This is an optimization exercise on Yosys and OpenROAD, whose aim is small area, not a production implementation.
The RTL was checked by simulation tests, not by an equivalence proof against the original design.
No activity file was given, so power comes from the tool's default toggle rates.

==> inputs of trial 96 <==
## robotIoController
module robotIoController
#(
	parameter int unsigned ticksPerMicrosecond = 50
)
(
	input  logic OSC_FPGA,
	input  logic reset_i,
	input  logic PSEL_i,
	input  logic PENABLE_i,
	input  logic PWRITE_i,
	input  logic [hostBusPkg::busAddrWidth-1:0] PADDR_i,
	input  logic [hostBusPkg::busDataWidth-1:0] PWDATA_i,
	output logic [hostBusPkg::busDataWidth-1:0] PRDATA_o,
	input  logic rcLeftMotor_i,
	input  logic rcRightMotor_i,
	input  logic rcCamPan_i,
	input  logic rcCamTilt_i,
	input  logic encoderLeftA_i,
	input  logic encoderLeftB_i,
	input  logic encoderRightA_i,
	input  logic encoderRightB_i,
	output logic motorLeftPpm_o,
	output logic motorRightPpm_o,
	output logic camPanPpm_o,
	output logic camTiltPpm_o,
	output logic alarm_o
);
==> module rcFrameTimer, before the edit <==
module rcFrameTimer
(
	input  logic OSC_FPGA,
	input  logic reset_i,
	output logic [7:0] unitLow_o,
	output logic pulseEarly_o,
	output logic pulseWindow_o,
	output logic widthLoad_o
);
	localparam logic [7:0] lastTick = 8'd249;
	localparam logic [12:0] firstUnit = 13'd56;
	localparam logic [12:0] lastUnit = 13'd4455;
	logic [7:0] tickInUnit;
	logic [12:0] unitCount;
	logic unitEnd;
	logic lastUnitOfFrame;
	logic [8:0] tickCarry;
	logic [13:0] unitCarry;
	logic [7:0] tickNext;
	logic [12:0] unitNext;
	assign unitEnd = (tickInUnit == lastTick);
	assign lastUnitOfFrame = (unitCount == lastUnit);
	assign tickCarry[0] = 1'b1;
	assign unitCarry[0] = 1'b1;
	genvar i;
	generate
		for (i = 0; i < 8; i++)
		begin : g_tick
			assign tickNext[i] = tickInUnit[i] ^ tickCarry[i];
			assign tickCarry[i+1] = tickCarry[i] & tickInUnit[i];
		end
		for (i = 0; i < 13; i++)
		begin : g_unit
			assign unitNext[i] = unitCount[i] ^ unitCarry[i];
			assign unitCarry[i+1] = unitCarry[i] & unitCount[i];
		end
	endgenerate
	always_ff @(posedge OSC_FPGA)
	begin
		if (reset_i)
		begin
			tickInUnit <= '0;
			unitCount <= firstUnit;
		end
		else if (unitEnd)
		begin
			tickInUnit <= '0;
			unitCount <= lastUnitOfFrame ? firstUnit : unitNext;
		end
		else
			tickInUnit <= tickNext;
	end
	assign unitLow_o = unitCount[7:0];
	assign pulseEarly_o = (unitCount[12:8] == 5'd0);
	assign pulseWindow_o = (unitCount[12:8] == 5'd1) && !(unitCount[7] && unitCount[6] && (unitCount[5] || unitCount[4] || unitCount[3]));
	assign widthLoad_o = lastUnitOfFrame && (tickInUnit == lastTick - 1'b1);
endmodule
==> module quadratureCounter, before the edit <==
module quadratureCounter
(
	input  logic OSC_FPGA,
	input  logic reset_i,
	input  logic encoderA_i,
	input  logic encoderB_i,
	output logic [motionPkg::encoderCountWidth-1:0] count_o
);
	logic [1:0] aSync;
	logic [1:0] bSync;
	logic [1:0] currState;
	logic [1:0] prevState;
	logic stepValid;
	logic stepForward;
	logic [encoderCountWidth:0] carry;
	logic [encoderCountWidth-1:0] countNext;
	assign currState = {aSync[1], bSync[1]};
	assign stepValid = ^(currState ^ prevState);
	assign stepForward = prevState[0] ^ currState[1];
	assign carry[0] = stepValid;
	genvar i;
	generate
		for (i = 0; i < encoderCountWidth; i++)
		begin : g_bit
			assign countNext[i] = count_o[i] ^ carry[i];
			assign carry[i+1] = carry[i] & (count_o[i] ~^ stepForward);
		end
	endgenerate
	always_ff @(posedge OSC_FPGA)
	begin
		if (reset_i)
		begin
			aSync <= '0;
			bSync <= '0;
			prevState <= '0;
			count_o <= encoderStartCount;
		end
		else
		begin
			aSync <= {aSync[0], encoderA_i};
			bSync <= {bSync[0], encoderB_i};
			prevState <= currState;
			count_o <= countNext;
		end
	end
endmodule
make LEC_CHECK=0 CAP_MARGIN=20 CORE_MARGIN=2 CORE_UTILIZATION=60 SLEW_MARGIN=20 finish   # period 10.0 ns
run.sh (not shown) runs the stock make flow with config.mk's settings and CLKGATE_MAP_FILE= SYNTH_SCRIPT=/design/flow/synth_recipe.tcl, a recipe that flattens the netlist after the stock synthesis.
==> trial 20: changes against trial 96 <==
--- a/flow/design.v
+++ b/flow/design.v
@@ -149,28 +149,21 @@
 	output logic pulseWindow_o,
 	output logic widthLoad_o
 );
-	localparam logic [7:0] lastTick = 8'd249;
+	localparam logic [7:0] tick248 = 8'hF6;
+	localparam logic [7:0] tick249 = 8'hEC;
 	localparam logic [12:0] firstUnit = 13'd56;
 	localparam logic [12:0] lastUnit = 13'd4455;
 	logic [7:0] tickInUnit;
 	logic [12:0] unitCount;
 	logic unitEnd;
 	logic lastUnitOfFrame;
-	logic [8:0] tickCarry;
 	logic [13:0] unitCarry;
-	logic [7:0] tickNext;
 	logic [12:0] unitNext;
-	assign unitEnd = (tickInUnit == lastTick);
+	assign unitEnd = (tickInUnit == tick249);
 	assign lastUnitOfFrame = (unitCount == lastUnit);
-	assign tickCarry[0] = 1'b1;
 	assign unitCarry[0] = 1'b1;
 	genvar i;
 	generate
-		for (i = 0; i < 8; i++)
-		begin : g_tick
-			assign tickNext[i] = tickInUnit[i] ^ tickCarry[i];
-			assign tickCarry[i+1] = tickCarry[i] & tickInUnit[i];
-		end
 		for (i = 0; i < 13; i++)
 		begin : g_unit
 			assign unitNext[i] = unitCount[i] ^ unitCarry[i];
@@ -179,23 +172,22 @@
 	endgenerate
 	always_ff @(posedge OSC_FPGA)
 	begin
-		if (reset_i)
-		begin
+		if (reset_i || unitEnd)
 			tickInUnit <= '0;
+		else
+			tickInUnit <= {tickInUnit[6:0], ~(tickInUnit[7] ^ tickInUnit[5] ^ tickInUnit[4] ^ tickInUnit[3])};
+	end
+	always_ff @(posedge OSC_FPGA)
+	begin
+		if (reset_i)
 			unitCount <= firstUnit;
-		end
 		else if (unitEnd)
-		begin
-			tickInUnit <= '0;
 			unitCount <= lastUnitOfFrame ? firstUnit : unitNext;
-		end
-		else
-			tickInUnit <= tickNext;
 	end
 	assign unitLow_o = unitCount[7:0];
 	assign pulseEarly_o = (unitCount[12:8] == 5'd0);
 	assign pulseWindow_o = (unitCount[12:8] == 5'd1) && !(unitCount[7] && unitCount[6] && (unitCount[5] || unitCount[4] || unitCount[3]));
-	assign widthLoad_o = lastUnitOfFrame && (tickInUnit == lastTick - 1'b1);
+	assign widthLoad_o = lastUnitOfFrame && (tickInUnit == tick248);
 endmodule
 module rcServoChannel
 (
@@ -243,15 +235,17 @@
 );
 	logic [1:0] aSync;
 	logic [1:0] bSync;
-	logic [1:0] currState;
-	logic [1:0] prevState;
+	logic prevA;
+	logic prevB;
+	logic jumpOdd;
 	logic stepValid;
 	logic stepForward;
 	logic [encoderCountWidth:0] carry;
 	logic [encoderCountWidth-1:0] countNext;
-	assign currState = {aSync[1], bSync[1]};
-	assign stepValid = ^(currState ^ prevState);
-	assign stepForward = prevState[0] ^ currState[1];
+	assign prevB = count_o[1] ^ jumpOdd;
+	assign prevA = prevB ^ count_o[0];
+	assign stepValid = aSync[1] ^ bSync[1] ^ count_o[0];
+	assign stepForward = prevB ^ aSync[1];
 	assign carry[0] = stepValid;
 	genvar i;
 	generate
@@ -267,14 +261,14 @@
 		begin
 			aSync <= '0;
 			bSync <= '0;
-			prevState <= '0;
+			jumpOdd <= 1'b0;
 			count_o <= encoderStartCount;
 		end
 		else
 		begin
 			aSync <= {aSync[0], encoderA_i};
 			bSync <= {bSync[0], encoderB_i};
-			prevState <= currState;
+			jumpOdd <= jumpOdd ^ (~stepValid & (bSync[1] ^ prevB));
 			count_o <= countNext;
 		end
 	end
==> flow/flow/run.sh (new file) <==
#!/bin/bash
# Standard ORFS layout with three changes:
#  - ABC maps for area (strash; dch -f; amap -m) instead of the stock scripts,
#    and full/half adders are not pre-extracted (ADDER_MAP_FILE empty);
#    flip-flop mapping and everything else in synthesis is unchanged.
#  - port buffers use sky130_fd_sc_hd__buf_1
#  - CTS options from flow/cts_args.txt when present
set -eo pipefail
HERE=$(pwd)
mkdir -p logs
rm -rf scripts
cp -r "$FLOW_HOME/scripts" scripts
cp flow/abc_area.script scripts/abc_area.script
EXTRA=()
if [[ -f flow/cts_args.txt ]]; then
  EXTRA+=("CTS_ARGS=$(cat flow/cts_args.txt)")
fi
bash standard.sh SCRIPTS_DIR="$HERE/scripts" ABC_AREA=1 ADDER_MAP_FILE= \
  BUFFER_PORTS_ARGS="-buffer_cell sky130_fd_sc_hd__buf_1" "${EXTRA[@]}" finish > logs/standard.log 2>&1
==> flow/flow/abc_area.script (new file) <==
strash
dch -f
amap -m
==> flow/flow/cts_args.txt (new file) <==
-sink_clustering_enable -repair_clock_nets -dont_use_dummy_load -buf_list {sky130_fd_sc_hd__clkbuf_4 sky130_fd_sc_hd__clkbuf_8}
==> flow/standard.sh (new file) <==
#!/bin/bash
# synth_recipe.tcl (not shown) runs the flow's synth.tcl, then flattens the netlist and writes it again
# the make line also repeats each setting of config.mk as NAME=value (left out here)
make -C /OpenROAD-flow-scripts/flow DESIGN_CONFIG=/design/flow/config.mk WORK_HOME=/design/flow/orfs CLKGATE_MAP_FILE= SYNTH_SCRIPT=/design/flow/synth_recipe.tcl "${@:-finish}"
--- a/flow/config.mk
+++ b/flow/config.mk
@@ -7,5 +7,5 @@
 export LEC_CHECK = 0
 export CAP_MARGIN = 20
 export CORE_MARGIN = 2
-export CORE_UTILIZATION = 60
+export CORE_UTILIZATION = 55
 export SLEW_MARGIN = 20
removed: flow/run.sh
==> trial 23: changes against trial 96 <==
--- a/flow/design.v
+++ b/flow/design.v
@@ -149,28 +149,21 @@
 	output logic pulseWindow_o,
 	output logic widthLoad_o
 );
-	localparam logic [7:0] lastTick = 8'd249;
+	localparam logic [7:0] tick248 = 8'hF6;
+	localparam logic [7:0] tick249 = 8'hEC;
 	localparam logic [12:0] firstUnit = 13'd56;
 	localparam logic [12:0] lastUnit = 13'd4455;
 	logic [7:0] tickInUnit;
 	logic [12:0] unitCount;
 	logic unitEnd;
 	logic lastUnitOfFrame;
-	logic [8:0] tickCarry;
 	logic [13:0] unitCarry;
-	logic [7:0] tickNext;
 	logic [12:0] unitNext;
-	assign unitEnd = (tickInUnit == lastTick);
+	assign unitEnd = (tickInUnit == tick249);
 	assign lastUnitOfFrame = (unitCount == lastUnit);
-	assign tickCarry[0] = 1'b1;
 	assign unitCarry[0] = 1'b1;
 	genvar i;
 	generate
-		for (i = 0; i < 8; i++)
-		begin : g_tick
-			assign tickNext[i] = tickInUnit[i] ^ tickCarry[i];
-			assign tickCarry[i+1] = tickCarry[i] & tickInUnit[i];
-		end
 		for (i = 0; i < 13; i++)
 		begin : g_unit
 			assign unitNext[i] = unitCount[i] ^ unitCarry[i];
@@ -179,23 +172,22 @@
 	endgenerate
 	always_ff @(posedge OSC_FPGA)
 	begin
-		if (reset_i)
-		begin
+		if (reset_i || unitEnd)
 			tickInUnit <= '0;
+		else
+			tickInUnit <= {tickInUnit[6:0], ~(tickInUnit[7] ^ tickInUnit[5] ^ tickInUnit[4] ^ tickInUnit[3])};
+	end
+	always_ff @(posedge OSC_FPGA)
+	begin
+		if (reset_i)
 			unitCount <= firstUnit;
-		end
 		else if (unitEnd)
-		begin
-			tickInUnit <= '0;
 			unitCount <= lastUnitOfFrame ? firstUnit : unitNext;
-		end
-		else
-			tickInUnit <= tickNext;
 	end
 	assign unitLow_o = unitCount[7:0];
 	assign pulseEarly_o = (unitCount[12:8] == 5'd0);
 	assign pulseWindow_o = (unitCount[12:8] == 5'd1) && !(unitCount[7] && unitCount[6] && (unitCount[5] || unitCount[4] || unitCount[3]));
-	assign widthLoad_o = lastUnitOfFrame && (tickInUnit == lastTick - 1'b1);
+	assign widthLoad_o = lastUnitOfFrame && (tickInUnit == tick248);
 endmodule
 module rcServoChannel
 (
@@ -243,15 +235,17 @@
 );
 	logic [1:0] aSync;
 	logic [1:0] bSync;
-	logic [1:0] currState;
-	logic [1:0] prevState;
+	logic prevA;
+	logic prevB;
+	logic jumpOdd;
 	logic stepValid;
 	logic stepForward;
 	logic [encoderCountWidth:0] carry;
 	logic [encoderCountWidth-1:0] countNext;
-	assign currState = {aSync[1], bSync[1]};
-	assign stepValid = ^(currState ^ prevState);
-	assign stepForward = prevState[0] ^ currState[1];
+	assign prevB = count_o[1] ^ jumpOdd;
+	assign prevA = prevB ^ count_o[0];
+	assign stepValid = aSync[1] ^ bSync[1] ^ count_o[0];
+	assign stepForward = prevB ^ aSync[1];
 	assign carry[0] = stepValid;
 	genvar i;
 	generate
@@ -267,14 +261,14 @@
 		begin
 			aSync <= '0;
 			bSync <= '0;
-			prevState <= '0;
+			jumpOdd <= 1'b0;
 			count_o <= encoderStartCount;
 		end
 		else
 		begin
 			aSync <= {aSync[0], encoderA_i};
 			bSync <= {bSync[0], encoderB_i};
-			prevState <= currState;
+			jumpOdd <= jumpOdd ^ (~stepValid & (bSync[1] ^ prevB));
 			count_o <= countNext;
 		end
 	end
==> flow/flow/run.sh (new file) <==
#!/bin/bash
# Standard ORFS layout with three changes:
#  - ABC maps for area (strash; dch -f; amap -m) instead of the stock scripts,
#    and full/half adders are not pre-extracted (ADDER_MAP_FILE empty);
#    flip-flop mapping and everything else in synthesis is unchanged.
#  - port buffers use sky130_fd_sc_hd__buf_1
#  - CTS options from flow/cts_args.txt when present
set -eo pipefail
HERE=$(pwd)
mkdir -p logs
rm -rf scripts
cp -r "$FLOW_HOME/scripts" scripts
cp flow/abc_area.script scripts/abc_area.script
EXTRA=()
if [[ -f flow/cts_args.txt ]]; then
  EXTRA+=("CTS_ARGS=$(cat flow/cts_args.txt)")
fi
bash standard.sh SCRIPTS_DIR="$HERE/scripts" ABC_AREA=1 ADDER_MAP_FILE= \
  BUFFER_PORTS_ARGS="-buffer_cell sky130_fd_sc_hd__buf_1" "${EXTRA[@]}" finish > logs/standard.log 2>&1
==> flow/flow/abc_area.script (new file) <==
strash
dch -f
amap -m
==> flow/flow/cts_args.txt (new file) <==
-sink_clustering_enable -repair_clock_nets -dont_use_dummy_load -buf_list sky130_fd_sc_hd__clkbuf_8
==> flow/standard.sh (new file) <==
#!/bin/bash
# synth_recipe.tcl (not shown) runs the flow's synth.tcl, then flattens the netlist and writes it again
# the make line also repeats each setting of config.mk as NAME=value (left out here)
make -C /OpenROAD-flow-scripts/flow DESIGN_CONFIG=/design/flow/config.mk WORK_HOME=/design/flow/orfs CLKGATE_MAP_FILE= SYNTH_SCRIPT=/design/flow/synth_recipe.tcl "${@:-finish}"
--- a/flow/config.mk
+++ b/flow/config.mk
@@ -5,7 +5,7 @@
 export SDC_FILE = /design/flow/constraint.sdc
 export NUM_CORES = 4
 export LEC_CHECK = 0
-export CAP_MARGIN = 20
+export CAP_MARGIN = 0
 export CORE_MARGIN = 2
-export CORE_UTILIZATION = 60
-export SLEW_MARGIN = 20
+export CORE_UTILIZATION = 70
+export SLEW_MARGIN = 0
removed: flow/run.sh
==> run summary <==
Count of clock-buffer cells in the layout is the same in trial 20 and trial 96. Clock skew: trial 96 < trial 23 < trial 20. Power: trial 96 > trial 23 > trial 20. Flip-flop and latch count is the same in trial 20 and trial 23. Sequential power: trial 23 is lower than trial 96 (6.6%). In clock power, trial 20 and trial 23 hardly differ.

[separate check: timing with driven ports]
Ports are ideal in the flow. The routed layouts listed here were re-timed in OpenROAD.
Step 1 sets driving cells, clkbuf_16 on the clock port and buf_2 on the other inputs (assumed; they add their load-dependent delay and slew).
Step 2 times the ports against the registers' clock, not the clock port: input delays grow and output delays shrink by t, the midpoint of the rising clock arrivals with the driver on.
a / b / c = no drivers / after step 1 / after step 2; a / b = the first two.
| run | t (ns) | setup slack, ns | slew at the worst register clock pin (ns) |
|---|---|---|---|
| trial 96 | 0.481 | 2.922 / 2.895 / 2.895 | 0.08 / 0.08 |
| trial 20 | 0.492 | 1.077 / 1.077 / 1.077 | 0.10 / 0.10 |
| trial 23 | 0.500 | 0.992 / 0.992 / 0.992 | 0.10 / 0.10 |
After both steps setup and hold are still met in every run listed. The setup slack of trial 96, which loses most, moves by -0.027 ns with the drivers and by -0.027 ns with both steps.
